This is an optimization exercise on Yosys and OpenROAD, whose aim is small area, a short achievable clock period and few clock cycles per item, not a production implementation. Function was not checked in any run shown here: the RTL went through the layout flow alone. Power figures rest on the tool's default switching activity, not on a simulated workload.

`flow/run.sh`:
```
#!/bin/bash
# synth_recipe.tcl (not shown) runs the flow's synth.tcl, then flattens the netlist and writes it again
# the make line also repeats each setting of config.mk as NAME=value (left out here)
make -C /OpenROAD-flow-scripts/flow DESIGN_CONFIG=/design/flow/config.mk WORK_HOME=/design/flow/orfs CLKGATE_MAP_FILE= SYNTH_SCRIPT=/design/flow/synth_recipe.tcl finish
```
`flow/config.mk`:
```
export PLATFORM = sky130hd
export DESIGN_NAME = alu_seq_param
export DESIGN_NICKNAME = alu_seq_param
export VERILOG_FILES = /design/flow/design.v
export SDC_FILE = /design/flow/constraint.sdc
export NUM_CORES = 4
export LEC_CHECK = 0
export CAP_MARGIN = 20
export CORE_MARGIN = 2
export CORE_UTILIZATION = 40
export SETUP_SLACK_MARGIN = 4.5
export SLEW_MARGIN = 20
```
`flow/constraint.sdc`:
```
create_clock -name core_clock -period 8.0 [get_ports {clk}]
set_input_delay 1.6000 -clock core_clock [delete_from_list [all_inputs] [get_ports {clk}]]
set_output_delay 1.6000 -clock core_clock [all_outputs]
set_load 0.01 [all_outputs]
```
`flow/design.v`:
```
`default_nettype none
module alu_seq_param #(
  parameter int WIDTH = 32,
  parameter int SHW   = $clog2(WIDTH)
) (
  input  logic             clk,
  input  logic             rst,
  input  logic             in_valid,
  output logic             in_ready,
  input  logic [3:0]       op,
  input  logic [3:0]       op1,
  input  logic [WIDTH-1:0] in0,
  input  logic [WIDTH-1:0] in1,
  output logic             out_valid,
  input  logic             out_ready,
  output logic [WIDTH-1:0] out,
  output logic [WIDTH-1:0] out0,
  output logic             carryout,
  output logic             overflow,
  output logic             zero,
  output logic             N,
  output logic             err
);
  localparam int D    = 6;       
  localparam int K    = 3;       
  localparam int W    = 46;       
  localparam int LOW  = 24;     
  localparam int HIW  = 40;     
  localparam int ITW  = 2;
  logic          skid_v, s1_v, s2_v, cpa_v, out_v;
  logic [ITW-1:0] it_q;
  logic [71:0]   skid_q;
  logic          stall, s1_mul, last_it, s1_done, s1_free, accept;
  assign stall    = out_v & ~out_ready;
  assign last_it  = (it_q == ITW'(K - 1));
  assign s1_done  = s1_v & ~stall & (~s1_mul | last_it);
  assign s1_free  = ~s1_v | s1_done;
  assign in_ready = ~skid_v;
  assign accept   = in_valid & ~skid_v;
  always_ff @(posedge clk) begin
    if (rst) begin
      skid_v <= 1'b0;
      s1_v   <= 1'b0;
    end else begin
      if (s1_free) begin
        s1_v   <= skid_v | accept;
        skid_v <= 1'b0;
      end else if (accept) begin
        skid_v <= 1'b1;
      end
    end
  end
  always_ff @(posedge clk)
    if (accept & ~s1_free) skid_q <= {op, op1, in0, in1};
  logic [3:0]  n_op, n_op1;
  logic [31:0] n_a, n_b, nb;
  assign {n_op, n_op1, n_a, nb} = skid_v ? skid_q : {op, op1, in0, in1};
  logic n_add, n_sft, n_and, n_or, n_xor, n_swp, n_not, n_mul, n_ill;
  always_comb begin
    n_add = (n_op == 4'd0) && (n_op1[3:2] == 2'd0);
    n_sft = (n_op == 4'd1) && (n_op1[3:2] == 2'd0);
    n_and = (n_op == 4'd2) && (n_op1 == 4'd0);
    n_or  = (n_op == 4'd2) && (n_op1 == 4'd1);
    n_xor = (n_op == 4'd2) && (n_op1 == 4'd2);
    n_swp = (n_op == 4'd2) && (n_op1 == 4'd3);
    n_not = (n_op == 4'd2) && (n_op1 == 4'd4);
    n_mul = (n_op == 4'd3) && (n_op1[3:1] == 3'd0);
    n_ill = ~(n_add | n_sft | n_and | n_or | n_xor | n_swp | n_not | n_mul);
    n_b   = nb;
    if (n_add) n_b = (n_op1[0] ? 32'd1 : nb) ^ {32{n_op1[1]}};
  end
  logic [31:0] a, b;
  logic        k_add, k_sft, k_and, k_or, k_xor, k_swp, k_not, k_ill;
  logic        k_sub, k_sl, k_sra, k_sla, k_sgn;
  always_ff @(posedge clk) begin
    if (s1_free) begin
      a     <= n_a;
      b     <= n_b;
      k_add <= n_add;
      k_sft <= n_sft;
      k_and <= n_and;
      k_or  <= n_or;
      k_xor <= n_xor;
      k_swp <= n_swp;
      k_not <= n_not;
      s1_mul <= n_mul;
      k_ill <= n_ill;
      k_sub <= n_op1[1];
      k_sl  <= ~(n_op1[0] ^ n_op1[1]);                   
      k_sra <= (n_op1[1:0] == 2'd2);
      k_sla <= (n_op1[1:0] == 2'd3);
      k_sgn <= n_op1[0];
    end
  end
  logic [31:0] sum;
  logic        c32;
  assign {c32, sum} = {1'b0, a} + {1'b0, b} + {32'd0, k_sub};
  logic [4:0]  sh;
  logic [31:0] arev, srcw, shw_r;
  logic [32:0] shx;
  logic        sla_ov;
  assign sh = b[4:0];
  always_comb begin
    for (int i = 0; i < 32; i++) arev[i] = a[31 - i];
    srcw = k_sl ? arev : a;
    shx  = $signed({k_sra & a[31], srcw, 1'b0}) >>> sh;
    for (int i = 0; i < 32; i++) shw_r[i] = shx[32 - i];
  end
  logic [31:0] tr, msk;
  always_comb begin
    tr[0] = 1'b0;
    for (int i = 1; i < 32; i++) tr[i] = a[i] ^ a[i - 1];
    for (int i = 0; i < 32; i++) msk[i] = (32 - i) <= int'(sh);
  end
  assign sla_ov = |(tr & msk);
  logic [31:0] res;
  logic        r_cy, r_ov, ill;
  always_comb begin
    res  = ({32{k_add}} & sum)
         | ({32{k_sft}} & (k_sl ? shw_r : shx[32:1]))
         | ({32{k_and}} & (a & b))
         | ({32{k_or}}  & (a | b))
         | ({32{k_xor}} & (a ^ b))
         | ({32{k_swp}} & {a[15:0], a[31:16]})
         | ({32{k_not}} & ~a);
    r_cy = (k_add & (c32 ^ k_sub)) | (k_sft & shx[0]);
    r_ov = (k_add & (a[31] == b[31]) & (sum[31] != a[31])) | (k_sft & k_sla & sla_ov);
    ill  = k_ill;
  end
  logic [31:0] s2_res;
  logic        s2_cy, s2_ov, s2_err;
  always_ff @(posedge clk) begin
    if (rst) s2_v <= 1'b0;
    else if (~stall) s2_v <= s1_v & ~s1_mul;
  end
  always_ff @(posedge clk) begin
    if (~stall) begin
      s2_res <= res;
      s2_cy  <= r_cy;
      s2_ov  <= r_ov;
      s2_err <= ill;
    end
  end
  logic        msgn;
  logic [32:0] ax;
  logic [37-1:0] bx;
  assign msgn = k_sgn;
  assign ax   = {msgn & a[31], a};
  assign bx   = {{(37 - 32){msgn & b[31]}}, b};
  logic [2:0]  dg0 [D];
  logic [2:0]  dgn [D];
  logic [D-1:0] one, two, ng, ns;
  logic [32:0] r [D];
  logic [2:0]  h0;
  logic        first;
  assign first = (it_q == '0);
  always_comb begin
    dg0[0] = {nb[1], nb[0], 1'b0};
    case (it_q)
      2'd0: dgn[0] = {bx[13], bx[12], bx[11]};
      2'd1: dgn[0] = {bx[25], bx[24], bx[23]};
      default: dgn[0] = 3'b000;
    endcase
  end
  always_comb begin
    dg0[1] = {nb[3], nb[2], nb[1]};
    case (it_q)
      2'd0: dgn[1] = {bx[15], bx[14], bx[13]};
      2'd1: dgn[1] = {bx[27], bx[26], bx[25]};
      default: dgn[1] = 3'b000;
    endcase
  end
  always_comb begin
    dg0[2] = {nb[5], nb[4], nb[3]};
    case (it_q)
      2'd0: dgn[2] = {bx[17], bx[16], bx[15]};
      2'd1: dgn[2] = {bx[29], bx[28], bx[27]};
      default: dgn[2] = 3'b000;
    endcase
  end
  always_comb begin
    dg0[3] = {nb[7], nb[6], nb[5]};
    case (it_q)
      2'd0: dgn[3] = {bx[19], bx[18], bx[17]};
      2'd1: dgn[3] = {bx[31], bx[30], bx[29]};
      default: dgn[3] = 3'b000;
    endcase
  end
  always_comb begin
    dg0[4] = {nb[9], nb[8], nb[7]};
    case (it_q)
      2'd0: dgn[4] = {bx[21], bx[20], bx[19]};
      2'd1: dgn[4] = {bx[33], bx[32], bx[31]};
      default: dgn[4] = 3'b000;
    endcase
  end
  always_comb begin
    dg0[5] = {nb[11], nb[10], nb[9]};
    case (it_q)
      2'd0: dgn[5] = {bx[23], bx[22], bx[21]};
      2'd1: dgn[5] = {bx[35], bx[34], bx[33]};
      default: dgn[5] = 3'b000;
    endcase
  end
  always_ff @(posedge clk) begin
    for (int m = 0; m < D; m++) begin
      logic [2:0] d;
      d = s1_free ? dg0[m] : dgn[m];
      if (s1_free | (~stall & s1_v & s1_mul)) begin
        one[m] <= d[0] ^ d[1];
        two[m] <= (d[2] & ~d[1] & ~d[0]) | (~d[2] & d[1] & d[0]);
        ng[m]  <= d[2] & ~(d[1] & d[0]);
      end
    end
  end
  always_comb begin
    for (int m = 0; m < D; m++) begin
      for (int i = 0; i < 33; i++)
        r[m][i] = ((one[m] & ax[i]) | (two[m] & (i == 0 ? 1'b0 : ax[i - 1]))) ^ ng[m];
      ns[m] = ~(((one[m] | two[m]) & ax[32]) ^ ng[m]);
    end
    h0 = first ? {ns[0], ~ns[0], ~ns[0]} : {1'b0, 1'b1, ns[0]};
  end
  logic [W-1:0]       acc_s, acc_c;
  logic [W-2*D-1:0]   as, ac;
  assign as = first ? '0 : acc_s[W-1:2*D];
  assign ac = first ? '0 : acc_c[W-1:2*D];
  wire [32:0] r0 = r[0];
  wire [32:0] r1 = r[1];
  wire [32:0] r2 = r[2];
  wire [32:0] r3 = r[3];
  wire [32:0] r4 = r[4];
  wire [32:0] r5 = r[5];
  wire fs0, fc0;
  assign fs0 = ac[6] ^ as[6];
  assign fc0 = ac[6] & as[6];
  wire fs1, fc1;
  assign fs1 = ac[7] ^ as[7];
  assign fc1 = ac[7] & as[7];
  wire fs2, fc2;
  assign fs2 = ac[8] ^ as[8] ^ ng[4];
  assign fc2 = (ac[8] & as[8]) | (ac[8] & ng[4]) | (as[8] & ng[4]);
  wire fs3, fc3;
  assign fs3 = r0[8] ^ r1[6];
  assign fc3 = r0[8] & r1[6];
  wire fs4, fc4;
  assign fs4 = ac[9] ^ as[9] ^ r0[9];
  assign fc4 = (ac[9] & as[9]) | (ac[9] & r0[9]) | (as[9] & r0[9]);
  wire fs5, fc5;
  assign fs5 = r1[7] ^ r2[5];
  assign fc5 = r1[7] & r2[5];
  wire fs6, fc6;
  assign fs6 = ac[10] ^ as[10] ^ ng[5];
  assign fc6 = (ac[10] & as[10]) | (ac[10] & ng[5]) | (as[10] & ng[5]);
  wire fs7, fc7;
  assign fs7 = r0[10] ^ r1[8] ^ r2[6];
  assign fc7 = (r0[10] & r1[8]) | (r0[10] & r2[6]) | (r1[8] & r2[6]);
  wire fs8, fc8;
  assign fs8 = r3[4] ^ r4[2];
  assign fc8 = r3[4] & r4[2];
  wire fs9, fc9;
  assign fs9 = ac[11] ^ as[11] ^ r0[11];
  assign fc9 = (ac[11] & as[11]) | (ac[11] & r0[11]) | (as[11] & r0[11]);
  wire fs10, fc10;
  assign fs10 = r1[9] ^ r2[7] ^ r3[5];
  assign fc10 = (r1[9] & r2[7]) | (r1[9] & r3[5]) | (r2[7] & r3[5]);
  wire fs11, fc11;
  assign fs11 = r4[3] ^ r5[1];
  assign fc11 = r4[3] & r5[1];
  wire fs12, fc12;
  assign fs12 = ac[12] ^ as[12] ^ r0[12];
  assign fc12 = (ac[12] & as[12]) | (ac[12] & r0[12]) | (as[12] & r0[12]);
  wire fs13, fc13;
  assign fs13 = r1[10] ^ r2[8] ^ r3[6];
  assign fc13 = (r1[10] & r2[8]) | (r1[10] & r3[6]) | (r2[8] & r3[6]);
  wire fs14, fc14;
  assign fs14 = r4[4] ^ r5[2];
  assign fc14 = r4[4] & r5[2];
  wire fs15, fc15;
  assign fs15 = ac[13] ^ as[13] ^ r0[13];
  assign fc15 = (ac[13] & as[13]) | (ac[13] & r0[13]) | (as[13] & r0[13]);
  wire fs16, fc16;
  assign fs16 = r1[11] ^ r2[9] ^ r3[7];
  assign fc16 = (r1[11] & r2[9]) | (r1[11] & r3[7]) | (r2[9] & r3[7]);
  wire fs17, fc17;
  assign fs17 = r4[5] ^ r5[3];
  assign fc17 = r4[5] & r5[3];
  wire fs18, fc18;
  assign fs18 = ac[14] ^ as[14] ^ r0[14];
  assign fc18 = (ac[14] & as[14]) | (ac[14] & r0[14]) | (as[14] & r0[14]);
  wire fs19, fc19;
  assign fs19 = r1[12] ^ r2[10] ^ r3[8];
  assign fc19 = (r1[12] & r2[10]) | (r1[12] & r3[8]) | (r2[10] & r3[8]);
  wire fs20, fc20;
  assign fs20 = r4[6] ^ r5[4];
  assign fc20 = r4[6] & r5[4];
  wire fs21, fc21;
  assign fs21 = ac[15] ^ as[15] ^ r0[15];
  assign fc21 = (ac[15] & as[15]) | (ac[15] & r0[15]) | (as[15] & r0[15]);
  wire fs22, fc22;
  assign fs22 = r1[13] ^ r2[11] ^ r3[9];
  assign fc22 = (r1[13] & r2[11]) | (r1[13] & r3[9]) | (r2[11] & r3[9]);
  wire fs23, fc23;
  assign fs23 = r4[7] ^ r5[5];
  assign fc23 = r4[7] & r5[5];
  wire fs24, fc24;
  assign fs24 = ac[16] ^ as[16] ^ r0[16];
  assign fc24 = (ac[16] & as[16]) | (ac[16] & r0[16]) | (as[16] & r0[16]);
  wire fs25, fc25;
  assign fs25 = r1[14] ^ r2[12] ^ r3[10];
  assign fc25 = (r1[14] & r2[12]) | (r1[14] & r3[10]) | (r2[12] & r3[10]);
  wire fs26, fc26;
  assign fs26 = r4[8] ^ r5[6];
  assign fc26 = r4[8] & r5[6];
  wire fs27, fc27;
  assign fs27 = ac[17] ^ as[17] ^ r0[17];
  assign fc27 = (ac[17] & as[17]) | (ac[17] & r0[17]) | (as[17] & r0[17]);
  wire fs28, fc28;
  assign fs28 = r1[15] ^ r2[13] ^ r3[11];
  assign fc28 = (r1[15] & r2[13]) | (r1[15] & r3[11]) | (r2[13] & r3[11]);
  wire fs29, fc29;
  assign fs29 = r4[9] ^ r5[7];
  assign fc29 = r4[9] & r5[7];
  wire fs30, fc30;
  assign fs30 = ac[18] ^ as[18] ^ r0[18];
  assign fc30 = (ac[18] & as[18]) | (ac[18] & r0[18]) | (as[18] & r0[18]);
  wire fs31, fc31;
  assign fs31 = r1[16] ^ r2[14] ^ r3[12];
  assign fc31 = (r1[16] & r2[14]) | (r1[16] & r3[12]) | (r2[14] & r3[12]);
  wire fs32, fc32;
  assign fs32 = r4[10] ^ r5[8];
  assign fc32 = r4[10] & r5[8];
  wire fs33, fc33;
  assign fs33 = ac[19] ^ as[19] ^ r0[19];
  assign fc33 = (ac[19] & as[19]) | (ac[19] & r0[19]) | (as[19] & r0[19]);
  wire fs34, fc34;
  assign fs34 = r1[17] ^ r2[15] ^ r3[13];
  assign fc34 = (r1[17] & r2[15]) | (r1[17] & r3[13]) | (r2[15] & r3[13]);
  wire fs35, fc35;
  assign fs35 = r4[11] ^ r5[9];
  assign fc35 = r4[11] & r5[9];
  wire fs36, fc36;
  assign fs36 = ac[20] ^ as[20] ^ r0[20];
  assign fc36 = (ac[20] & as[20]) | (ac[20] & r0[20]) | (as[20] & r0[20]);
  wire fs37, fc37;
  assign fs37 = r1[18] ^ r2[16] ^ r3[14];
  assign fc37 = (r1[18] & r2[16]) | (r1[18] & r3[14]) | (r2[16] & r3[14]);
  wire fs38, fc38;
  assign fs38 = r4[12] ^ r5[10];
  assign fc38 = r4[12] & r5[10];
  wire fs39, fc39;
  assign fs39 = ac[21] ^ as[21] ^ r0[21];
  assign fc39 = (ac[21] & as[21]) | (ac[21] & r0[21]) | (as[21] & r0[21]);
  wire fs40, fc40;
  assign fs40 = r1[19] ^ r2[17] ^ r3[15];
  assign fc40 = (r1[19] & r2[17]) | (r1[19] & r3[15]) | (r2[17] & r3[15]);
  wire fs41, fc41;
  assign fs41 = r4[13] ^ r5[11];
  assign fc41 = r4[13] & r5[11];
  wire fs42, fc42;
  assign fs42 = ac[22] ^ as[22] ^ r0[22];
  assign fc42 = (ac[22] & as[22]) | (ac[22] & r0[22]) | (as[22] & r0[22]);
  wire fs43, fc43;
  assign fs43 = r1[20] ^ r2[18] ^ r3[16];
  assign fc43 = (r1[20] & r2[18]) | (r1[20] & r3[16]) | (r2[18] & r3[16]);
  wire fs44, fc44;
  assign fs44 = r4[14] ^ r5[12];
  assign fc44 = r4[14] & r5[12];
  wire fs45, fc45;
  assign fs45 = ac[23] ^ as[23] ^ r0[23];
  assign fc45 = (ac[23] & as[23]) | (ac[23] & r0[23]) | (as[23] & r0[23]);
  wire fs46, fc46;
  assign fs46 = r1[21] ^ r2[19] ^ r3[17];
  assign fc46 = (r1[21] & r2[19]) | (r1[21] & r3[17]) | (r2[19] & r3[17]);
  wire fs47, fc47;
  assign fs47 = r4[15] ^ r5[13];
  assign fc47 = r4[15] & r5[13];
  wire fs48, fc48;
  assign fs48 = ac[24] ^ as[24] ^ r0[24];
  assign fc48 = (ac[24] & as[24]) | (ac[24] & r0[24]) | (as[24] & r0[24]);
  wire fs49, fc49;
  assign fs49 = r1[22] ^ r2[20] ^ r3[18];
  assign fc49 = (r1[22] & r2[20]) | (r1[22] & r3[18]) | (r2[20] & r3[18]);
  wire fs50, fc50;
  assign fs50 = r4[16] ^ r5[14];
  assign fc50 = r4[16] & r5[14];
  wire fs51, fc51;
  assign fs51 = ac[25] ^ as[25] ^ r0[25];
  assign fc51 = (ac[25] & as[25]) | (ac[25] & r0[25]) | (as[25] & r0[25]);
  wire fs52, fc52;
  assign fs52 = r1[23] ^ r2[21] ^ r3[19];
  assign fc52 = (r1[23] & r2[21]) | (r1[23] & r3[19]) | (r2[21] & r3[19]);
  wire fs53, fc53;
  assign fs53 = r4[17] ^ r5[15];
  assign fc53 = r4[17] & r5[15];
  wire fs54, fc54;
  assign fs54 = ac[26] ^ as[26] ^ r0[26];
  assign fc54 = (ac[26] & as[26]) | (ac[26] & r0[26]) | (as[26] & r0[26]);
  wire fs55, fc55;
  assign fs55 = r1[24] ^ r2[22] ^ r3[20];
  assign fc55 = (r1[24] & r2[22]) | (r1[24] & r3[20]) | (r2[22] & r3[20]);
  wire fs56, fc56;
  assign fs56 = r4[18] ^ r5[16];
  assign fc56 = r4[18] & r5[16];
  wire fs57, fc57;
  assign fs57 = ac[27] ^ as[27] ^ r0[27];
  assign fc57 = (ac[27] & as[27]) | (ac[27] & r0[27]) | (as[27] & r0[27]);
  wire fs58, fc58;
  assign fs58 = r1[25] ^ r2[23] ^ r3[21];
  assign fc58 = (r1[25] & r2[23]) | (r1[25] & r3[21]) | (r2[23] & r3[21]);
  wire fs59, fc59;
  assign fs59 = r4[19] ^ r5[17];
  assign fc59 = r4[19] & r5[17];
  wire fs60, fc60;
  assign fs60 = ac[28] ^ as[28] ^ r0[28];
  assign fc60 = (ac[28] & as[28]) | (ac[28] & r0[28]) | (as[28] & r0[28]);
  wire fs61, fc61;
  assign fs61 = r1[26] ^ r2[24] ^ r3[22];
  assign fc61 = (r1[26] & r2[24]) | (r1[26] & r3[22]) | (r2[24] & r3[22]);
  wire fs62, fc62;
  assign fs62 = r4[20] ^ r5[18];
  assign fc62 = r4[20] & r5[18];
  wire fs63, fc63;
  assign fs63 = ac[29] ^ as[29] ^ r0[29];
  assign fc63 = (ac[29] & as[29]) | (ac[29] & r0[29]) | (as[29] & r0[29]);
  wire fs64, fc64;
  assign fs64 = r1[27] ^ r2[25] ^ r3[23];
  assign fc64 = (r1[27] & r2[25]) | (r1[27] & r3[23]) | (r2[25] & r3[23]);
  wire fs65, fc65;
  assign fs65 = r4[21] ^ r5[19];
  assign fc65 = r4[21] & r5[19];
  wire fs66, fc66;
  assign fs66 = ac[30] ^ as[30] ^ r0[30];
  assign fc66 = (ac[30] & as[30]) | (ac[30] & r0[30]) | (as[30] & r0[30]);
  wire fs67, fc67;
  assign fs67 = r1[28] ^ r2[26] ^ r3[24];
  assign fc67 = (r1[28] & r2[26]) | (r1[28] & r3[24]) | (r2[26] & r3[24]);
  wire fs68, fc68;
  assign fs68 = r4[22] ^ r5[20];
  assign fc68 = r4[22] & r5[20];
  wire fs69, fc69;
  assign fs69 = ac[31] ^ as[31] ^ r0[31];
  assign fc69 = (ac[31] & as[31]) | (ac[31] & r0[31]) | (as[31] & r0[31]);
  wire fs70, fc70;
  assign fs70 = r1[29] ^ r2[27] ^ r3[25];
  assign fc70 = (r1[29] & r2[27]) | (r1[29] & r3[25]) | (r2[27] & r3[25]);
  wire fs71, fc71;
  assign fs71 = r4[23] ^ r5[21];
  assign fc71 = r4[23] & r5[21];
  wire fs72, fc72;
  assign fs72 = ac[32] ^ as[32] ^ r0[32];
  assign fc72 = (ac[32] & as[32]) | (ac[32] & r0[32]) | (as[32] & r0[32]);
  wire fs73, fc73;
  assign fs73 = r1[30] ^ r2[28] ^ r3[26];
  assign fc73 = (r1[30] & r2[28]) | (r1[30] & r3[26]) | (r2[28] & r3[26]);
  wire fs74, fc74;
  assign fs74 = r4[24] ^ r5[22];
  assign fc74 = r4[24] & r5[22];
  wire fs75, fc75;
  assign fs75 = ac[33] ^ as[33] ^ h0[0];
  assign fc75 = (ac[33] & as[33]) | (ac[33] & h0[0]) | (as[33] & h0[0]);
  wire fs76, fc76;
  assign fs76 = r1[31] ^ r2[29] ^ r3[27];
  assign fc76 = (r1[31] & r2[29]) | (r1[31] & r3[27]) | (r2[29] & r3[27]);
  wire fs77, fc77;
  assign fs77 = r4[25] ^ r5[23];
  assign fc77 = r4[25] & r5[23];
  wire fs78, fc78;
  assign fs78 = h0[1] ^ r1[32] ^ r2[30];
  assign fc78 = (h0[1] & r1[32]) | (h0[1] & r2[30]) | (r1[32] & r2[30]);
  wire fs79, fc79;
  assign fs79 = r3[28] ^ r4[26];
  assign fc79 = r3[28] & r4[26];
  wire fs80, fc80;
  assign fs80 = h0[2] ^ ns[1] ^ r2[31];
  assign fc80 = (h0[2] & ns[1]) | (h0[2] & r2[31]) | (ns[1] & r2[31]);
  wire fs81, fc81;
  assign fs81 = ac[2] ^ as[2];
  assign fc81 = ac[2] & as[2];
  wire fs82, fc82;
  assign fs82 = ac[3] ^ as[3];
  assign fc82 = ac[3] & as[3];
  wire fs83, fc83;
  assign fs83 = ac[4] ^ as[4] ^ ng[2];
  assign fc83 = (ac[4] & as[4]) | (ac[4] & ng[2]) | (as[4] & ng[2]);
  wire fs84, fc84;
  assign fs84 = r0[4] ^ r1[2];
  assign fc84 = r0[4] & r1[2];
  wire fs85, fc85;
  assign fs85 = ac[5] ^ as[5] ^ r0[5];
  assign fc85 = (ac[5] & as[5]) | (ac[5] & r0[5]) | (as[5] & r0[5]);
  wire fs86, fc86;
  assign fs86 = r1[3] ^ r2[1];
  assign fc86 = r1[3] & r2[1];
  wire fs87, fc87;
  assign fs87 = ng[3] ^ fs0 ^ r0[6];
  assign fc87 = (ng[3] & fs0) | (ng[3] & r0[6]) | (fs0 & r0[6]);
  wire fs88, fc88;
  assign fs88 = r1[4] ^ r2[2] ^ r3[0];
  assign fc88 = (r1[4] & r2[2]) | (r1[4] & r3[0]) | (r2[2] & r3[0]);
  wire fs89, fc89;
  assign fs89 = fc0 ^ fs1 ^ r0[7];
  assign fc89 = (fc0 & fs1) | (fc0 & r0[7]) | (fs1 & r0[7]);
  wire fs90, fc90;
  assign fs90 = r1[5] ^ r2[3] ^ r3[1];
  assign fc90 = (r1[5] & r2[3]) | (r1[5] & r3[1]) | (r2[3] & r3[1]);
  wire fs91, fc91;
  assign fs91 = fc1 ^ r2[4] ^ r3[2];
  assign fc91 = (fc1 & r2[4]) | (fc1 & r3[2]) | (r2[4] & r3[2]);
  wire fs92, fc92;
  assign fs92 = r4[0] ^ fs2 ^ fs3;
  assign fc92 = (r4[0] & fs2) | (r4[0] & fs3) | (fs2 & fs3);
  wire fs93, fc93;
  assign fs93 = r3[3] ^ r4[1] ^ fc2;
  assign fc93 = (r3[3] & r4[1]) | (r3[3] & fc2) | (r4[1] & fc2);
  wire fs94, fc94;
  assign fs94 = fc3 ^ fs5 ^ fs4;
  assign fc94 = (fc3 & fs5) | (fc3 & fs4) | (fs5 & fs4);
  wire fs95, fc95;
  assign fs95 = r5[0] ^ fc5 ^ fs6;
  assign fc95 = (r5[0] & fc5) | (r5[0] & fs6) | (fc5 & fs6);
  wire fs96, fc96;
  assign fs96 = fs8 ^ fc4 ^ fs7;
  assign fc96 = (fs8 & fc4) | (fs8 & fs7) | (fc4 & fs7);
  wire fs97, fc97;
  assign fs97 = fc6 ^ fc8 ^ fs11;
  assign fc97 = (fc6 & fc8) | (fc6 & fs11) | (fc8 & fs11);
  wire fs98, fc98;
  assign fs98 = fc7 ^ fs10 ^ fs9;
  assign fc98 = (fc7 & fs10) | (fc7 & fs9) | (fs10 & fs9);
  wire fs99, fc99;
  assign fs99 = fc11 ^ fs14 ^ fc10;
  assign fc99 = (fc11 & fs14) | (fc11 & fc10) | (fs14 & fc10);
  wire fs100, fc100;
  assign fs100 = fc9 ^ fs12 ^ fs13;
  assign fc100 = (fc9 & fs12) | (fc9 & fs13) | (fs12 & fs13);
  wire fs101, fc101;
  assign fs101 = fc14 ^ fs17 ^ fc12;
  assign fc101 = (fc14 & fs17) | (fc14 & fc12) | (fs17 & fc12);
  wire fs102, fc102;
  assign fs102 = fc13 ^ fs15 ^ fs16;
  assign fc102 = (fc13 & fs15) | (fc13 & fs16) | (fs15 & fs16);
  wire fs103, fc103;
  assign fs103 = fc17 ^ fs20 ^ fc15;
  assign fc103 = (fc17 & fs20) | (fc17 & fc15) | (fs20 & fc15);
  wire fs104, fc104;
  assign fs104 = fc16 ^ fs18 ^ fs19;
  assign fc104 = (fc16 & fs18) | (fc16 & fs19) | (fs18 & fs19);
  wire fs105, fc105;
  assign fs105 = fc20 ^ fs23 ^ fc18;
  assign fc105 = (fc20 & fs23) | (fc20 & fc18) | (fs23 & fc18);
  wire fs106, fc106;
  assign fs106 = fc19 ^ fs21 ^ fs22;
  assign fc106 = (fc19 & fs21) | (fc19 & fs22) | (fs21 & fs22);
  wire fs107, fc107;
  assign fs107 = fc23 ^ fs26 ^ fc21;
  assign fc107 = (fc23 & fs26) | (fc23 & fc21) | (fs26 & fc21);
  wire fs108, fc108;
  assign fs108 = fc22 ^ fs24 ^ fs25;
  assign fc108 = (fc22 & fs24) | (fc22 & fs25) | (fs24 & fs25);
  wire fs109, fc109;
  assign fs109 = fc26 ^ fs29 ^ fc24;
  assign fc109 = (fc26 & fs29) | (fc26 & fc24) | (fs29 & fc24);
  wire fs110, fc110;
  assign fs110 = fc25 ^ fs27 ^ fs28;
  assign fc110 = (fc25 & fs27) | (fc25 & fs28) | (fs27 & fs28);
  wire fs111, fc111;
  assign fs111 = fc29 ^ fs32 ^ fc27;
  assign fc111 = (fc29 & fs32) | (fc29 & fc27) | (fs32 & fc27);
  wire fs112, fc112;
  assign fs112 = fc28 ^ fs30 ^ fs31;
  assign fc112 = (fc28 & fs30) | (fc28 & fs31) | (fs30 & fs31);
  wire fs113, fc113;
  assign fs113 = fc32 ^ fs35 ^ fc30;
  assign fc113 = (fc32 & fs35) | (fc32 & fc30) | (fs35 & fc30);
  wire fs114, fc114;
  assign fs114 = fc31 ^ fs33 ^ fs34;
  assign fc114 = (fc31 & fs33) | (fc31 & fs34) | (fs33 & fs34);
  wire fs115, fc115;
  assign fs115 = fc35 ^ fs38 ^ fc33;
  assign fc115 = (fc35 & fs38) | (fc35 & fc33) | (fs38 & fc33);
  wire fs116, fc116;
  assign fs116 = fc34 ^ fs36 ^ fs37;
  assign fc116 = (fc34 & fs36) | (fc34 & fs37) | (fs36 & fs37);
  wire fs117, fc117;
  assign fs117 = fc38 ^ fs41 ^ fc36;
  assign fc117 = (fc38 & fs41) | (fc38 & fc36) | (fs41 & fc36);
  wire fs118, fc118;
  assign fs118 = fc37 ^ fs39 ^ fs40;
  assign fc118 = (fc37 & fs39) | (fc37 & fs40) | (fs39 & fs40);
  wire fs119, fc119;
  assign fs119 = fc41 ^ fs44 ^ fc39;
  assign fc119 = (fc41 & fs44) | (fc41 & fc39) | (fs44 & fc39);
  wire fs120, fc120;
  assign fs120 = fc40 ^ fs42 ^ fs43;
  assign fc120 = (fc40 & fs42) | (fc40 & fs43) | (fs42 & fs43);
  wire fs121, fc121;
  assign fs121 = fc44 ^ fs47 ^ fc42;
  assign fc121 = (fc44 & fs47) | (fc44 & fc42) | (fs47 & fc42);
  wire fs122, fc122;
  assign fs122 = fc43 ^ fs45 ^ fs46;
  assign fc122 = (fc43 & fs45) | (fc43 & fs46) | (fs45 & fs46);
  wire fs123, fc123;
  assign fs123 = fc47 ^ fs50 ^ fc45;
  assign fc123 = (fc47 & fs50) | (fc47 & fc45) | (fs50 & fc45);
  wire fs124, fc124;
  assign fs124 = fc46 ^ fs48 ^ fs49;
  assign fc124 = (fc46 & fs48) | (fc46 & fs49) | (fs48 & fs49);
  wire fs125, fc125;
  assign fs125 = fc50 ^ fs53 ^ fc48;
  assign fc125 = (fc50 & fs53) | (fc50 & fc48) | (fs53 & fc48);
  wire fs126, fc126;
  assign fs126 = fc49 ^ fs51 ^ fs52;
  assign fc126 = (fc49 & fs51) | (fc49 & fs52) | (fs51 & fs52);
  wire fs127, fc127;
  assign fs127 = fc53 ^ fs56 ^ fc51;
  assign fc127 = (fc53 & fs56) | (fc53 & fc51) | (fs56 & fc51);
  wire fs128, fc128;
  assign fs128 = fc52 ^ fs54 ^ fs55;
  assign fc128 = (fc52 & fs54) | (fc52 & fs55) | (fs54 & fs55);
  wire fs129, fc129;
  assign fs129 = fc56 ^ fs59 ^ fc54;
  assign fc129 = (fc56 & fs59) | (fc56 & fc54) | (fs59 & fc54);
  wire fs130, fc130;
  assign fs130 = fc55 ^ fs57 ^ fs58;
  assign fc130 = (fc55 & fs57) | (fc55 & fs58) | (fs57 & fs58);
  wire fs131, fc131;
  assign fs131 = fc59 ^ fs62 ^ fc57;
  assign fc131 = (fc59 & fs62) | (fc59 & fc57) | (fs62 & fc57);
  wire fs132, fc132;
  assign fs132 = fc58 ^ fs60 ^ fs61;
  assign fc132 = (fc58 & fs60) | (fc58 & fs61) | (fs60 & fs61);
  wire fs133, fc133;
  assign fs133 = fc62 ^ fs65 ^ fc60;
  assign fc133 = (fc62 & fs65) | (fc62 & fc60) | (fs65 & fc60);
  wire fs134, fc134;
  assign fs134 = fc61 ^ fs63 ^ fs64;
  assign fc134 = (fc61 & fs63) | (fc61 & fs64) | (fs63 & fs64);
  wire fs135, fc135;
  assign fs135 = fc65 ^ fs68 ^ fc63;
  assign fc135 = (fc65 & fs68) | (fc65 & fc63) | (fs68 & fc63);
  wire fs136, fc136;
  assign fs136 = fc64 ^ fs66 ^ fs67;
  assign fc136 = (fc64 & fs66) | (fc64 & fs67) | (fs66 & fs67);
  wire fs137, fc137;
  assign fs137 = fc68 ^ fs71 ^ fc66;
  assign fc137 = (fc68 & fs71) | (fc68 & fc66) | (fs71 & fc66);
  wire fs138, fc138;
  assign fs138 = fc67 ^ fs69 ^ fs70;
  assign fc138 = (fc67 & fs69) | (fc67 & fs70) | (fs69 & fs70);
  wire fs139, fc139;
  assign fs139 = fc71 ^ fs74 ^ fc69;
  assign fc139 = (fc71 & fs74) | (fc71 & fc69) | (fs74 & fc69);
  wire fs140, fc140;
  assign fs140 = fc70 ^ fs72 ^ fs73;
  assign fc140 = (fc70 & fs72) | (fc70 & fs73) | (fs72 & fs73);
  wire fs141, fc141;
  assign fs141 = fc74 ^ fs77 ^ fc72;
  assign fc141 = (fc74 & fs77) | (fc74 & fc72) | (fs77 & fc72);
  wire fs142, fc142;
  assign fs142 = fc73 ^ fs75 ^ fs76;
  assign fc142 = (fc73 & fs75) | (fc73 & fs76) | (fs75 & fs76);
  wire fs143, fc143;
  assign fs143 = r5[24] ^ fc77 ^ fs79;
  assign fc143 = (r5[24] & fc77) | (r5[24] & fs79) | (fc77 & fs79);
  wire fs144, fc144;
  assign fs144 = fc75 ^ fc76 ^ fs78;
  assign fc144 = (fc75 & fc76) | (fc75 & fs78) | (fc76 & fs78);
  wire fs145, fc145;
  assign fs145 = r3[29] ^ r4[27] ^ r5[25];
  assign fc145 = (r3[29] & r4[27]) | (r3[29] & r5[25]) | (r4[27] & r5[25]);
  wire fs146, fc146;
  assign fs146 = fc79 ^ fc78 ^ fs80;
  assign fc146 = (fc79 & fc78) | (fc79 & fs80) | (fc78 & fs80);
  wire fs147, fc147;
  assign fs147 = 1'b1 ^ r2[32] ^ r3[30];
  assign fc147 = (1'b1 & r2[32]) | (1'b1 & r3[30]) | (r2[32] & r3[30]);
  wire fs148, fc148;
  assign fs148 = r4[28] ^ r5[26] ^ fc80;
  assign fc148 = (r4[28] & r5[26]) | (r4[28] & fc80) | (r5[26] & fc80);
  wire fs149, fc149;
  assign fs149 = ns[2] ^ r3[31] ^ r4[29];
  assign fc149 = (ns[2] & r3[31]) | (ns[2] & r4[29]) | (r3[31] & r4[29]);
  wire fs150, fc150;
  assign fs150 = 1'b1 ^ r3[32];
  assign fc150 = 1'b1 & r3[32];
  wire fs151, fc151;
  assign fs151 = ac[0] ^ as[0];
  assign fc151 = ac[0] & as[0];
  wire fs152, fc152;
  assign fs152 = ac[1] ^ as[1];
  assign fc152 = ac[1] & as[1];
  wire fs153, fc153;
  assign fs153 = ng[1] ^ fs81 ^ r0[2];
  assign fc153 = (ng[1] & fs81) | (ng[1] & r0[2]) | (fs81 & r0[2]);
  wire fs154, fc154;
  assign fs154 = fc81 ^ fs82 ^ r0[3];
  assign fc154 = (fc81 & fs82) | (fc81 & r0[3]) | (fs82 & r0[3]);
  wire fs155, fc155;
  assign fs155 = fc82 ^ r2[0] ^ fs83;
  assign fc155 = (fc82 & r2[0]) | (fc82 & fs83) | (r2[0] & fs83);
  wire fs156, fc156;
  assign fs156 = fc83 ^ fc84 ^ fs86;
  assign fc156 = (fc83 & fc84) | (fc83 & fs86) | (fc84 & fs86);
  wire fs157, fc157;
  assign fs157 = fc86 ^ fc85 ^ fs87;
  assign fc157 = (fc86 & fc85) | (fc86 & fs87) | (fc85 & fs87);
  wire fs158, fc158;
  assign fs158 = fc87 ^ fc88 ^ fs89;
  assign fc158 = (fc87 & fc88) | (fc87 & fs89) | (fc88 & fs89);
  wire fs159, fc159;
  assign fs159 = fc89 ^ fc90 ^ fs91;
  assign fc159 = (fc89 & fc90) | (fc89 & fs91) | (fc90 & fs91);
  wire fs160, fc160;
  assign fs160 = fc91 ^ fs93 ^ fc92;
  assign fc160 = (fc91 & fs93) | (fc91 & fc92) | (fs93 & fc92);
  wire fs161, fc161;
  assign fs161 = fc93 ^ fs95 ^ fc94;
  assign fc161 = (fc93 & fs95) | (fc93 & fc94) | (fs95 & fc94);
  wire fs162, fc162;
  assign fs162 = fc95 ^ fs97 ^ fc96;
  assign fc162 = (fc95 & fs97) | (fc95 & fc96) | (fs97 & fc96);
  wire fs163, fc163;
  assign fs163 = fc97 ^ fc98 ^ fs99;
  assign fc163 = (fc97 & fc98) | (fc97 & fs99) | (fc98 & fs99);
  wire fs164, fc164;
  assign fs164 = fc99 ^ fc100 ^ fs101;
  assign fc164 = (fc99 & fc100) | (fc99 & fs101) | (fc100 & fs101);
  wire fs165, fc165;
  assign fs165 = fc101 ^ fc102 ^ fs103;
  assign fc165 = (fc101 & fc102) | (fc101 & fs103) | (fc102 & fs103);
  wire fs166, fc166;
  assign fs166 = fc103 ^ fc104 ^ fs105;
  assign fc166 = (fc103 & fc104) | (fc103 & fs105) | (fc104 & fs105);
  wire fs167, fc167;
  assign fs167 = fc105 ^ fc106 ^ fs107;
  assign fc167 = (fc105 & fc106) | (fc105 & fs107) | (fc106 & fs107);
  wire fs168, fc168;
  assign fs168 = fc107 ^ fc108 ^ fs109;
  assign fc168 = (fc107 & fc108) | (fc107 & fs109) | (fc108 & fs109);
  wire fs169, fc169;
  assign fs169 = fc109 ^ fc110 ^ fs111;
  assign fc169 = (fc109 & fc110) | (fc109 & fs111) | (fc110 & fs111);
  wire fs170, fc170;
  assign fs170 = fc111 ^ fc112 ^ fs113;
  assign fc170 = (fc111 & fc112) | (fc111 & fs113) | (fc112 & fs113);
  wire fs171, fc171;
  assign fs171 = fc113 ^ fc114 ^ fs115;
  assign fc171 = (fc113 & fc114) | (fc113 & fs115) | (fc114 & fs115);
  wire fs172, fc172;
  assign fs172 = fc115 ^ fc116 ^ fs117;
  assign fc172 = (fc115 & fc116) | (fc115 & fs117) | (fc116 & fs117);
  wire fs173, fc173;
  assign fs173 = fc117 ^ fc118 ^ fs119;
  assign fc173 = (fc117 & fc118) | (fc117 & fs119) | (fc118 & fs119);
  wire fs174, fc174;
  assign fs174 = fc119 ^ fc120 ^ fs121;
  assign fc174 = (fc119 & fc120) | (fc119 & fs121) | (fc120 & fs121);
  wire fs175, fc175;
  assign fs175 = fc121 ^ fc122 ^ fs123;
  assign fc175 = (fc121 & fc122) | (fc121 & fs123) | (fc122 & fs123);
  wire fs176, fc176;
  assign fs176 = fc123 ^ fc124 ^ fs125;
  assign fc176 = (fc123 & fc124) | (fc123 & fs125) | (fc124 & fs125);
  wire fs177, fc177;
  assign fs177 = fc125 ^ fc126 ^ fs127;
  assign fc177 = (fc125 & fc126) | (fc125 & fs127) | (fc126 & fs127);
  wire fs178, fc178;
  assign fs178 = fc127 ^ fc128 ^ fs129;
  assign fc178 = (fc127 & fc128) | (fc127 & fs129) | (fc128 & fs129);
  wire fs179, fc179;
  assign fs179 = fc129 ^ fc130 ^ fs131;
  assign fc179 = (fc129 & fc130) | (fc129 & fs131) | (fc130 & fs131);
  wire fs180, fc180;
  assign fs180 = fc131 ^ fc132 ^ fs133;
  assign fc180 = (fc131 & fc132) | (fc131 & fs133) | (fc132 & fs133);
  wire fs181, fc181;
  assign fs181 = fc133 ^ fc134 ^ fs135;
  assign fc181 = (fc133 & fc134) | (fc133 & fs135) | (fc134 & fs135);
  wire fs182, fc182;
  assign fs182 = fc135 ^ fc136 ^ fs137;
  assign fc182 = (fc135 & fc136) | (fc135 & fs137) | (fc136 & fs137);
  wire fs183, fc183;
  assign fs183 = fc137 ^ fc138 ^ fs139;
  assign fc183 = (fc137 & fc138) | (fc137 & fs139) | (fc138 & fs139);
  wire fs184, fc184;
  assign fs184 = fc139 ^ fc140 ^ fs141;
  assign fc184 = (fc139 & fc140) | (fc139 & fs141) | (fc140 & fs141);
  wire fs185, fc185;
  assign fs185 = fs143 ^ fc141 ^ fc142;
  assign fc185 = (fs143 & fc141) | (fs143 & fc142) | (fc141 & fc142);
  wire fs186, fc186;
  assign fs186 = fs145 ^ fc143 ^ fc144;
  assign fc186 = (fs145 & fc143) | (fs145 & fc144) | (fc143 & fc144);
  wire fs187, fc187;
  assign fs187 = fc145 ^ fs147 ^ fc146;
  assign fc187 = (fc145 & fs147) | (fc145 & fc146) | (fs147 & fc146);
  wire fs188, fc188;
  assign fs188 = r5[27] ^ fc147 ^ fs149;
  assign fc188 = (r5[27] & fc147) | (r5[27] & fs149) | (fc147 & fs149);
  wire fs189, fc189;
  assign fs189 = r4[30] ^ r5[28] ^ fs150;
  assign fc189 = (r4[30] & r5[28]) | (r4[30] & fs150) | (r5[28] & fs150);
  wire fs190, fc190;
  assign fs190 = ns[3] ^ r4[31] ^ r5[29];
  assign fc190 = (ns[3] & r4[31]) | (ns[3] & r5[29]) | (r4[31] & r5[29]);
  wire fs191, fc191;
  assign fs191 = 1'b1 ^ r4[32];
  assign fc191 = 1'b1 & r4[32];
  wire fs192, fc192;
  assign fs192 = ng[0] ^ fs151;
  assign fc192 = ng[0] & fs151;
  wire fs193, fc193;
  assign fs193 = fc151 ^ fs152 ^ r0[1];
  assign fc193 = (fc151 & fs152) | (fc151 & r0[1]) | (fs152 & r0[1]);
  wire fs194, fc194;
  assign fs194 = fc152 ^ r1[0] ^ fs153;
  assign fc194 = (fc152 & r1[0]) | (fc152 & fs153) | (r1[0] & fs153);
  wire fs195, fc195;
  assign fs195 = r1[1] ^ fc153 ^ fs154;
  assign fc195 = (r1[1] & fc153) | (r1[1] & fs154) | (fc153 & fs154);
  wire fs196, fc196;
  assign fs196 = fs84 ^ fc154 ^ fs155;
  assign fc196 = (fs84 & fc154) | (fs84 & fs155) | (fc154 & fs155);
  wire fs197, fc197;
  assign fs197 = fs85 ^ fc155 ^ fs156;
  assign fc197 = (fs85 & fc155) | (fs85 & fs156) | (fc155 & fs156);
  wire fs198, fc198;
  assign fs198 = fs88 ^ fc156 ^ fs157;
  assign fc198 = (fs88 & fc156) | (fs88 & fs157) | (fc156 & fs157);
  wire fs199, fc199;
  assign fs199 = fs90 ^ fc157 ^ fs158;
  assign fc199 = (fs90 & fc157) | (fs90 & fs158) | (fc157 & fs158);
  wire fs200, fc200;
  assign fs200 = fs92 ^ fc158 ^ fs159;
  assign fc200 = (fs92 & fc158) | (fs92 & fs159) | (fc158 & fs159);
  wire fs201, fc201;
  assign fs201 = fc159 ^ fs94 ^ fs160;
  assign fc201 = (fc159 & fs94) | (fc159 & fs160) | (fs94 & fs160);
  wire fs202, fc202;
  assign fs202 = fs96 ^ fc160 ^ fs161;
  assign fc202 = (fs96 & fc160) | (fs96 & fs161) | (fc160 & fs161);
  wire fs203, fc203;
  assign fs203 = fs98 ^ fc161 ^ fs162;
  assign fc203 = (fs98 & fc161) | (fs98 & fs162) | (fc161 & fs162);
  wire fs204, fc204;
  assign fs204 = fs100 ^ fc162 ^ fs163;
  assign fc204 = (fs100 & fc162) | (fs100 & fs163) | (fc162 & fs163);
  wire fs205, fc205;
  assign fs205 = fs102 ^ fc163 ^ fs164;
  assign fc205 = (fs102 & fc163) | (fs102 & fs164) | (fc163 & fs164);
  wire fs206, fc206;
  assign fs206 = fs104 ^ fc164 ^ fs165;
  assign fc206 = (fs104 & fc164) | (fs104 & fs165) | (fc164 & fs165);
  wire fs207, fc207;
  assign fs207 = fs106 ^ fc165 ^ fs166;
  assign fc207 = (fs106 & fc165) | (fs106 & fs166) | (fc165 & fs166);
  wire fs208, fc208;
  assign fs208 = fs108 ^ fc166 ^ fs167;
  assign fc208 = (fs108 & fc166) | (fs108 & fs167) | (fc166 & fs167);
  wire fs209, fc209;
  assign fs209 = fs110 ^ fc167 ^ fs168;
  assign fc209 = (fs110 & fc167) | (fs110 & fs168) | (fc167 & fs168);
  wire fs210, fc210;
  assign fs210 = fs112 ^ fc168 ^ fs169;
  assign fc210 = (fs112 & fc168) | (fs112 & fs169) | (fc168 & fs169);
  wire fs211, fc211;
  assign fs211 = fs114 ^ fc169 ^ fs170;
  assign fc211 = (fs114 & fc169) | (fs114 & fs170) | (fc169 & fs170);
  wire fs212, fc212;
  assign fs212 = fs116 ^ fc170 ^ fs171;
  assign fc212 = (fs116 & fc170) | (fs116 & fs171) | (fc170 & fs171);
  wire fs213, fc213;
  assign fs213 = fs118 ^ fc171 ^ fs172;
  assign fc213 = (fs118 & fc171) | (fs118 & fs172) | (fc171 & fs172);
  wire fs214, fc214;
  assign fs214 = fs120 ^ fc172 ^ fs173;
  assign fc214 = (fs120 & fc172) | (fs120 & fs173) | (fc172 & fs173);
  wire fs215, fc215;
  assign fs215 = fs122 ^ fc173 ^ fs174;
  assign fc215 = (fs122 & fc173) | (fs122 & fs174) | (fc173 & fs174);
  wire fs216, fc216;
  assign fs216 = fs124 ^ fc174 ^ fs175;
  assign fc216 = (fs124 & fc174) | (fs124 & fs175) | (fc174 & fs175);
  wire fs217, fc217;
  assign fs217 = fs126 ^ fc175 ^ fs176;
  assign fc217 = (fs126 & fc175) | (fs126 & fs176) | (fc175 & fs176);
  wire fs218, fc218;
  assign fs218 = fs128 ^ fc176 ^ fs177;
  assign fc218 = (fs128 & fc176) | (fs128 & fs177) | (fc176 & fs177);
  wire fs219, fc219;
  assign fs219 = fs130 ^ fc177 ^ fs178;
  assign fc219 = (fs130 & fc177) | (fs130 & fs178) | (fc177 & fs178);
  wire fs220, fc220;
  assign fs220 = fs132 ^ fc178 ^ fs179;
  assign fc220 = (fs132 & fc178) | (fs132 & fs179) | (fc178 & fs179);
  wire fs221, fc221;
  assign fs221 = fs134 ^ fc179 ^ fs180;
  assign fc221 = (fs134 & fc179) | (fs134 & fs180) | (fc179 & fs180);
  wire fs222, fc222;
  assign fs222 = fs136 ^ fc180 ^ fs181;
  assign fc222 = (fs136 & fc180) | (fs136 & fs181) | (fc180 & fs181);
  wire fs223, fc223;
  assign fs223 = fs138 ^ fc181 ^ fs182;
  assign fc223 = (fs138 & fc181) | (fs138 & fs182) | (fc181 & fs182);
  wire fs224, fc224;
  assign fs224 = fs140 ^ fc182 ^ fs183;
  assign fc224 = (fs140 & fc182) | (fs140 & fs183) | (fc182 & fs183);
  wire fs225, fc225;
  assign fs225 = fs142 ^ fc183 ^ fs184;
  assign fc225 = (fs142 & fc183) | (fs142 & fs184) | (fc183 & fs184);
  wire fs226, fc226;
  assign fs226 = fs144 ^ fc184 ^ fs185;
  assign fc226 = (fs144 & fc184) | (fs144 & fs185) | (fc184 & fs185);
  wire fs227, fc227;
  assign fs227 = fs146 ^ fc185 ^ fs186;
  assign fc227 = (fs146 & fc185) | (fs146 & fs186) | (fc185 & fs186);
  wire fs228, fc228;
  assign fs228 = fs148 ^ fc186 ^ fs187;
  assign fc228 = (fs148 & fc186) | (fs148 & fs187) | (fc186 & fs187);
  wire fs229, fc229;
  assign fs229 = fc148 ^ fs188 ^ fc187;
  assign fc229 = (fc148 & fs188) | (fc148 & fc187) | (fs188 & fc187);
  wire fs230, fc230;
  assign fs230 = fc149 ^ fs189 ^ fc188;
  assign fc230 = (fc149 & fs189) | (fc149 & fc188) | (fs189 & fc188);
  wire fs231, fc231;
  assign fs231 = fc150 ^ fs190 ^ fc189;
  assign fc231 = (fc150 & fs190) | (fc150 & fc189) | (fs190 & fc189);
  wire fs232, fc232;
  assign fs232 = r5[30] ^ fs191 ^ fc190;
  assign fc232 = (r5[30] & fs191) | (r5[30] & fc190) | (fs191 & fc190);
  wire fs233, fc233;
  assign fs233 = ns[4] ^ r5[31] ^ fc191;
  assign fc233 = (ns[4] & r5[31]) | (ns[4] & fc191) | (r5[31] & fc191);
  wire fs234, fc234;
  assign fs234 = 1'b1 ^ r5[32];
  assign fc234 = 1'b1 & r5[32];
  logic [2*D:0]   lo_sum;
  logic           lo_cy;
  logic           mzero;
  assign lo_sum = {1'b0, acc_s[2*D-1:0]} + {1'b0, acc_c[2*D-1:0]} + {{(2*D){1'b0}}, lo_cy & (it_q != ITW'(1))};
  always_ff @(posedge clk) begin
    if (rst) begin
      it_q  <= '0;
      cpa_v <= 1'b0;
    end else if (~stall) begin
      cpa_v <= s1_v & s1_mul & last_it;
      if (s1_v & s1_mul) it_q <= last_it ? '0 : it_q + 1'b1;
    end
  end
  always_ff @(posedge clk) begin
    if (~stall & s1_v & s1_mul) begin
      acc_s <= {1'b0, 1'b1, ns[5], fs234, fs233, fs232, fs231, fs230, fc228, fc227, fc226, fc225, fc224, fc223, fc222, fc221, fc220, fc219, fc218, fc217, fc216, fc215, fc214, fc213, fc212, fc211, fc210, fc209, fc208, fc207, fc206, fc205, fc204, fc203, fc202, fc201, fc200, fc199, fc198, fc197, fc196, fc195, fc194, fc193, fc192, r0[0]};
      acc_c <= {1'b0, 1'b0, fc234, fc233, fc232, fc231, fc230, fc229, fs229, fs228, fs227, fs226, fs225, fs224, fs223, fs222, fs221, fs220, fs219, fs218, fs217, fs216, fs215, fs214, fs213, fs212, fs211, fs210, fs209, fs208, fs207, fs206, fs205, fs204, fs203, fs202, fs201, fs200, fs199, fs198, fs197, fs196, fs195, fs194, fs193, fs192};
      if (first) mzero <= (a == 32'd0) || (b == 32'd0);
      else begin
        lo_cy <= lo_sum[2*D];
      end
    end
  end
  logic [HIW-1:0] phi;
  assign phi = acc_s[HIW-1:0] + acc_c[HIW-1:0] + {{(HIW-1){1'b0}}, lo_cy};
  logic [31:0] o_q, o0_q;
  logic        cy_q, ov_q, z_q, n_q, e_q;
  always_ff @(posedge clk) begin
    if (rst) out_v <= 1'b0;
    else if (~stall) out_v <= cpa_v | s2_v;
  end
  always_ff @(posedge clk) begin
    if (~stall) begin
      if (cpa_v) begin
        {o0_q, o_q[31:LOW]} <= phi;
        cy_q <= 1'b0;
        ov_q <= 1'b0;
        z_q  <= mzero;
        n_q  <= phi[HIW-1];
        e_q  <= 1'b0;
      end else if (s1_v & s1_mul & ~first) begin
        for (int i = 1; i < K; i++)
          if (it_q == ITW'(i)) o_q[2*D*(i-1) +: 2*D] <= lo_sum[2*D-1:0];
      end else begin
        o_q  <= s2_res;
        o0_q <= 32'd0;
        cy_q <= s2_cy;
        ov_q <= s2_ov;
        z_q  <= (s2_res == 32'd0);
        n_q  <= s2_res[31];
        e_q  <= s2_err;
      end
    end
  end
  assign out_valid = out_v;
  assign out       = o_q;
  assign out0      = o0_q;
  assign carryout  = cy_q;
  assign overflow  = ov_q;
  assign zero      = z_q;
  assign N         = n_q;
  assign err       = e_q;
endmodule
`default_nettype wire
```
==> results of run 1 <==
## synth_stat cells, types with 11 or more instances
master	n	area (µm²)
a22oi_1	205	1540
nor4_1	16	100
mux4_2	42	946
mux2_2	59	664
a21oi_1	132	661
xnor2_1	154	1350
o21a_1	24	180
o2111ai_1	15	131
nand2_1	259	972
o31ai_1	19	143
inv_1	295	1110
ha_1	168	2100
fa_1	198	3960
xor2_1	156	1370
a31oi_1	16	100
mux2i_1	81	811
o21ai_0	102	510
a211oi_1	12	90.1
and2_1	34	213
nor2b_1	17	106
buf_1	43	161
and3_1	17	106
a21o_1	62	465
a221o_1	12	120
edfxtp_1	362	10900
nand2b_1	11	68.8
buf_2	16	80.1
nand3_1	20	100
nand4_1	17	106
o211ai_1	21	158
nor3_1	36	180
clkbuf_1	200	751
nor2_1	189	709
o22ai_1	16	100
## layout by cell type (no fill, tap or decap), types with 19 or more instances in the layout
cell | synthesis | layout
xor2_1 | 156 | 155
nor2_1 | 189 | 185
clkdlybuf4s50_1 | 0 | 146
xnor2_1 | 154 | 153
a21oi_1 | 132 | 125
mux2_2 | 59 | 59
o21ai_0 | 102 | 93
and2_1 | 34 | 33
o21a_1 | 24 | 23
a22oi_1 | 205 | 204
edfxtp_1 | 362 | 362
inv_1 | 295 | 288
clkbuf_16 | 0 | 51
buf_6 | 3 | 20
mux2i_1 | 81 | 79
nor3_1 | 36 | 35
mux4_2 | 42 | 42
ha_1 | 168 | 162
o211ai_1 | 21 | 21
nand2_1 | 259 | 257
buf_4 | 5 | 89
nand3_1 | 20 | 19
a21o_1 | 62 | 62
fa_1 | 198 | 190
## metrics by stage
step	cells	total power (µW)	utilization [%]	setup WS [ns]
4_1_cts	4302	7840	45.9	4.46
2_1_floorplan	3173	4620	-	4.47
3_5_place_dp	4194	5720	43.3	3.06
3_3_place_gp	4194	5670	43.3	3.10
6_report	4343	7870	46.9	4.46
5_1_grt	4342	8400	46.9	4.36
## worst min-delay path by stage
stage / start / endpoint / slack (ns) / depth (start not counted)
3_3_place_gp: s2_err / e_q / 0.52 / 1
2_1_floorplan: k_ill / s2_err / 0.40 / 0
4_1_cts: s2_err / e_q / 0.55 / 1
3_5_place_dp: s2_err / e_q / 0.53 / 1
5_1_grt: skid_q[60] / a[28] / 0.56 / 1
6_report: skid_q[52] / a[20] / 0.54 / 1
## kinds of logic after synthesis
kind of cell,count (synthesis),share of synthesized area (%)
AOI/OAI and AO/OA,734,15.7
and+or+nand+nor,646,8.94
buffers and inverters,565,6.74
DFF,369,34.0
adders and majority gates,367,18.8
xor gates and xnor gates,310,8.39
muxes,182,7.48
## critical path, stage by stage, from the launching register on
cell and delay [ns]:
edfxtp_1 0.35, buf_4 0.39, inv_1 0.16, ha_1 0.48, o21a_1 0.17, o21ai_0 0.10
a21oi_1 0.37, a21boi_0 0.15, a31oi_1 0.28, o32ai_2 0.17, o31ai_1 0.30, xor2_1 0.11
a21o_1 0.21
## cell type report
cell class	count	area [µm²]	area share, %
inverters	298	1170	3.11
clock inverters	23	277	0.734
well taps	1060	1330	3.52
multi-input cells	2242	19600	51.9
diodes	1	2.50	0.00665
flip-flops and latches	369	11000	29.3
repair buffers	290	3120	8.29
clock buffers	60	1190	3.17
## routing by layer
metal / track usage (%) / share of wire [%] / routed length (µm)
met1: 36.5 / 41 / 45300
met2: 40.2 / 45 / 49100
met3: 4.76 / 11 / 11600
met4: 9.57 / 3.8 / 4160
met5: 0 / 0 / 0
## sequential cells by signal, summed over array words and instances (netlist names), 2 cells and up
| name | flops |
|---|---|
| skid_q | 72 |
| acc_c | 44 |
| acc_s | 44 |
| a | 32 |
| b | 32 |
| o0_q | 32 |
| o_q | 32 |
| s2_res | 32 |
| ng | 6 |
| one | 6 |
| two | 6 |
| it_q | 2 |
## power groups by stage
| stage | Clock, µW | Sequential, µW | Combinational [µW] |
|---|---|---|---|
| floorplan | 0 | 2540 | 2090 |
| global placement | 0 | 2550 | 3110 |
| detailed placement | 0 | 2550 | 3170 |
| CTS | 2100 | 2510 | 3230 |
| global route | 2170 | 2520 | 3710 |
| finish | 2060 | 2520 | 3290 |
## what timing repair did
action                     4_1_cts  5_1_grt
resized for setup               68       89
gates cloned                     6        7
setup endpoints to repair      280      174
setup buffers                   19       33
pin swaps                       10       29
==> out/results.txt, run 1 <==
Outcome -> timing/DRC/antenna clean
Sequential area share after synthesis -> 34.0%
Slew Viols, Final -> 0
Nets@finish -> 3,688
Cells after Synth -> 3,173
H-tree Lvls -> 2
Clock power frac -> 26.1%
Maximum root-to-sink buffer count -> 3
Worst-margin pin slew -> 1.04 ns
DR vias -> 25,600
Core area -> 80,300 µm²
Fillers -> 7,499
Die W -> 288 µm
IO Port Bufs -> 146
CP arrival -> 3.87 ns
Die area -> 83,200 µm²
CTS buffer count -> 45
Minimum clock period -> 3.54 ns
Initial core utilization -> 40.3%
Crit share post-route -> 44.2%
FF+latch count, synth -> 369
Max-cap violations -> 0
Seq pwr share -> 32.0%
R2r setup slk -> 4.46 ns
All-layer global routing usage -> 26.0%
Post-DP HPWL -> 76,100 µm
Post-route design area -> 37,700 µm²
WS Path Type -> register to register
Final Skew -> 0.0495 ns
CTS tree -> yes
Sw frac -> 36.3%
Hold Crit Class -> register to register
CP endpoint -> s2_res[29]
Crit-path max FO -> 22
Top FF cell, synth -> edfxtp_1
Rows -> 104
DRT iter0 DRCs -> 3,014
Number of flops mapped to enable cells by yosys -> 362
Antenna violations before repair -> 2
Reg2reg end -> s2_res[29]
Hold Fails Final Rpt -> 0
Fmax -> 283 MHz
YS warnings -> 4
PD cells -> 209 nW/µm²
Drt pass-1 iters -> 7
Synth-to-Final Area Change -> 16.3%
# hold bufs at CTS -> 0
DRC Markers -> 0
Synth Cell Area -> 32,400 µm²
Worst R2R Start -> a[13]
Final WL -> 110,000 µm
Vias per cell -> 5.91
Worst-Skew Late Latency -> 0.62 ns
Avg Cell Area, Syn -> 10.2 µm²
Largest net degree at the start of global routing -> 73
RSZ-0062 raised after global routing -> yes
Layout cell share with drive strength beyond 1 -> 12.2%
Distinct cells, synth -> 81
Async SR Flop Fraction -> 0%
Kind of end point of the critical path -> register
DP Area -> 34,800 µm²
GPL Wtd Cong -> 1.01
Fin Hold WS -> 0.542 ns
Height of the die -> 288 µm
Post-route ant nets -> 0
Drt wl/cell -> 25.4 µm
Peak VDD IR -> 0.000147 V
Clock Sinks -> 369
Reg clk slew, reported paths -> 0.06 ns
Setup crit start -> a[13]
First-pass GRT wire length -> 163,000 µm
Logic pwr share -> 41.9%
Crit start category -> register
Root Buffer -> clkbuf_16
Internal power -> 5020 µW
Rel. slew slack -> 30.3%
Overflow left after global routing -> 0
Syn_nets -> 3,615
Psw -> 2850 µW
Vias in the first global route -> 25,200
Leak Pwr -> 0.0153 µW
Setup TNS -> 0 ns
Top Ports -> 147
Worst EP required -> 8.33 ns
R2r worst-path depth -> 12
Setup-failing EPs final -> 0
==> inputs of run 2 (changes only) <==
--- a/flow/design.v
+++ b/flow/design.v
@@ -93,8 +93,8 @@
     end
   end
   logic [31:0] sum;
-  logic        c32;
-  assign {c32, sum} = {1'b0, a} + {1'b0, b} + {32'd0, k_sub};
+  logic        c32, sum_x;
+  assign {c32, sum, sum_x} = {1'b0, a, 1'b1} + {1'b0, b, k_sub};
   logic [4:0]  sh;
   logic [31:0] arev, srcw, shw_r;
   logic [32:0] shx;
@@ -939,7 +939,8 @@
   logic [2*D:0]   lo_sum;
   logic           lo_cy;
   logic           mzero;
-  assign lo_sum = {1'b0, acc_s[2*D-1:0]} + {1'b0, acc_c[2*D-1:0]} + {{(2*D){1'b0}}, lo_cy & (it_q != ITW'(1))};
+  logic           lo_x;
+  assign {lo_sum, lo_x} = {1'b0, acc_s[2*D-1:0], 1'b1} + {1'b0, acc_c[2*D-1:0], lo_cy & (it_q != ITW'(1))};
   always_ff @(posedge clk) begin
     if (rst) begin
       it_q  <= '0;
@@ -960,7 +961,8 @@
     end
   end
   logic [HIW-1:0] phi;
-  assign phi = acc_s[HIW-1:0] + acc_c[HIW-1:0] + {{(HIW-1){1'b0}}, lo_cy};
+  logic           phi_x;
+  assign {phi, phi_x} = {acc_s[HIW-1:0], 1'b1} + {acc_c[HIW-1:0], lo_cy};
   logic [31:0] o_q, o0_q;
   logic        cy_q, ov_q, z_q, n_q, e_q;
   always_ff @(posedge clk) begin
==> out/results.txt, run 2 <==
Reg area -> 11,000 µm²
Most frequent cells in the layout -> 362 x edfxtp_1, 288 x inv_1, 257 x nand2_1
Vias in the first global route -> 24,900
CTS tree -> yes
Hold Crit Endpoint -> out_v
Synth Area in Compound Gates -> 15.3%
WS Path Type -> register to register
Synth cell count leaders -> 362 x edfxtp_1, 296 x inv_1, 259 x nand2_1
Regs by FF count -> skid_q (72), acc_c (44), acc_s (44)
Crit share post-route -> 44.1%
Sequential area share after synthesis -> 33.7%
Rel. slew slack -> 33.5%
Root Buffer -> clkbuf_16
Max-cap violations -> 0
Hold Fails Final Rpt -> 0
Most frequent cell after synthesis -> edfxtp_1
Fillers -> 7,487
Synth Cell Area -> 32,600 µm²
Distinct cells, synth -> 81
Drt wl/cell -> 25.3 µm
Worst-Skew Late Latency -> 0.64 ns
Placed insts -> 4,148
Core area -> 80,700 µm²
DRC Markers -> 0
Synth-to-Final Area Change -> 16.6%
Initial core utilization -> 40.4%
Peak VDD IR -> 0.000162 V
Max FFs per register -> 72
M1 wire length -> 44,500 µm
Worst-margin pin slew -> 0.995 ns
Most flops, register -> skid_q
Leak Pwr -> 0.0152 µW
Final WL -> 109,000 µm
Setup TNS -> 0 ns
Fin Hold WS -> 0.482 ns
Clock Sinks -> 369
Minimum clock period -> 3.52 ns
Min-delay src -> s2_v
Crit start category -> register
IO Port Bufs -> 146
Setup-failing EPs final -> 0
R2r setup slk -> 4.48 ns
First-pass GRT wire length -> 161,000 µm
Simple-gate share of the synthesized area -> 8.48%
Crit-path max cell delay -> 0.58 ns
Post-Synth XOR/XNOR Area -> 8.19%
Post-DP HPWL -> 74,700 µm
Worst R2R Start -> it_q[1]
Hold Crit Class -> register to register
Yosys top cell area share -> 33.3%
DRT iter0 DRCs -> 2,823
Layout cell share with drive strength beyond 1 -> 14.6%
WL met2 -> 48,900 µm
Top sig layer -> met5
Commonest non-fill, non-tap cell in the layout -> edfxtp_1
Cells after Synth -> 3,119
Kind of end point of the critical path -> register
Top FF cell, synth -> edfxtp_1
Metal3 WL -> 10,600 µm
CTS buffer count -> 44
Worst EP required -> 8.34 ns
Vias per cell -> 5.97
Synth Area in Adders -> 18.5%
All-layer global routing usage -> 25.6%
Number of flops mapped to enable cells by yosys -> 362
YS warnings -> 4
Height of the die -> 290 µm
Largest family of logic cells by synthesized area -> adder cells
Overflow left after global routing -> 0
Async SR Flop Fraction -> 0%
FF+latch count, synth -> 369
CP cell instances -> buf_12 > or2_4 > buf_12 > buf_16 > and2_4 > fa_2 > fa_1 > inv_1 > fa_1 > inv_1 > fa_2
Area contributors post-synth -> edfxtp_1 33%, fa_1 12%, ha_1 6.5%
Nets@finish -> 3,661
Crit-path max FO -> 14
Slew Viols, Final -> 0
Drt pass-1 iters -> 9
GPL Wtd Cong -> 1.00
R2r worst-path depth -> 11
Finished Layout Cells -> 4,317
Die W -> 290 µm
Maximum root-to-sink buffer count -> 3
Top Ports -> 147
Slowest library cell on the worst path -> fa_2
PD cells -> 205 nW/µm²
Cell taking the most area after synthesis -> edfxtp_1
Avg Cell Area, Syn -> 10.5 µm²
Largest net degree at the start of global routing -> 51
Fmax -> 284 MHz
Reg clk slew, reported paths -> 0.06 ns
RSZ-0062 raised after global routing -> yes
Post-route ant nets -> 0
Reg2reg end -> acc_c[10]
H-tree Lvls -> 2
Mux cell area share after synthesis -> 9.15%
Outcome -> timing/DRC/antenna clean
DR vias -> 25,800
Area of the multi-input gates -> 19,800 µm²
CP arrival -> 3.87 ns
Antenna violations before repair -> 3
Hold Crit Depth -> 2
Rows -> 104
Die area -> 83,900 µm²
Antenna diode count -> 0
Syn_nets -> 3,559
Final Skew -> 0.0762 ns
==> run 2: cell count changes after synthesis, sizes merged, moves of 19 or more <==
cell   before  now
mux2i      81   59
mux2       59   83
a21o       62   43
a21oi     133  109
nor2      189  134
mux4       42   63
==> run 2: kinds of logic after synthesis <==
group                    after synthesis
multiplexers                         205
adder cells (fa/ha/maj)              365
AND/OR/NAND/NOR                      605
buffers and inverters                559
AO/OA/AOI/OAI                        711
XOR/XNOR                             305
flip-flops                           369
==> run 2: metrics by stage <==
step	power [µW]	instance area (µm²)	utilization [%]	setup WS, ns
floorplan	4630	32700	-	4.41
global placement	5660	35100	43.4	2.60
detailed placement	5710	35100	43.4	2.59
CTS	7760	37200	46.1	4.44
global route	8350	38000	47.1	4.43
finish	7800	38000	47.1	4.48
==> run 2: cell type report <==
type	instances	share of cell area, %
clock buffers	54	2.99
clock inverters	28	0.714
inverters	300	3.12
multi-input cells	2193	52.2
flip-flops and latches	369	29.0
well taps	1060	3.49
repair buffers	309	8.47
repair inverters	4	0.0625
==> run 2: how the worst max path moves through the flow <==
stage | startpoint | endpoint | slack [ns] | cells after the start
6_report | it_q[1] | acc_c[10] | 4.48 | 11
3_5_place_dp | out_ready | one[4] | 2.59 | 9
4_1_cts | it_q[1] | acc_c[10] | 4.44 | 11
2_1_floorplan | it_q[0] | acc_c[15] | 4.41 | 11
3_3_place_gp | out_ready | one[4] | 2.60 | 9
5_1_grt | it_q[1] | acc_c[10] | 4.43 | 11
==> run 2: report_power, final <==
group	switching [µW]	internal, µW
sequential	67.5	2450
clock	871	1120
combinational	1900	1400
==> run 2: routing by layer <==
| metal | vias to the layer above | track usage (%) |
|---|---|---|
| li1 | 11400 | - |
| met4 | 4 | 9.67 |
| met1 | 12700 | 35.4 |
| met5 | - | 0 |
| met2 | 1389 | 40.3 |
| met3 | 307 | 4.58 |
==> run 2: worst max-delay path, delay by kind of cell (launching register included) <==
family | cells | cell delay (ns)
flops | 1 | 0.33
fa+ha+maj | 4 | 1.84
simple gates | 2 | 0.46
buf+inv | 5 | 0.58
==> run 2: timing repair <==
item	in CTS	in global routing
resized for setup	79	92
setup endpoints to repair	408	199
gates cloned	10	7
buffers inserted	22	48
pin swaps	12	33
hold buffers	0	0

Check on run 2: ideal ports give 4.476 ns setup slack; a clkbuf_16 on the clock port and buf_2 on the inputs give 4.476 ns; moving port delays by the midpoint clock arrival (0.666 ns) as well gives 3.950 ns.
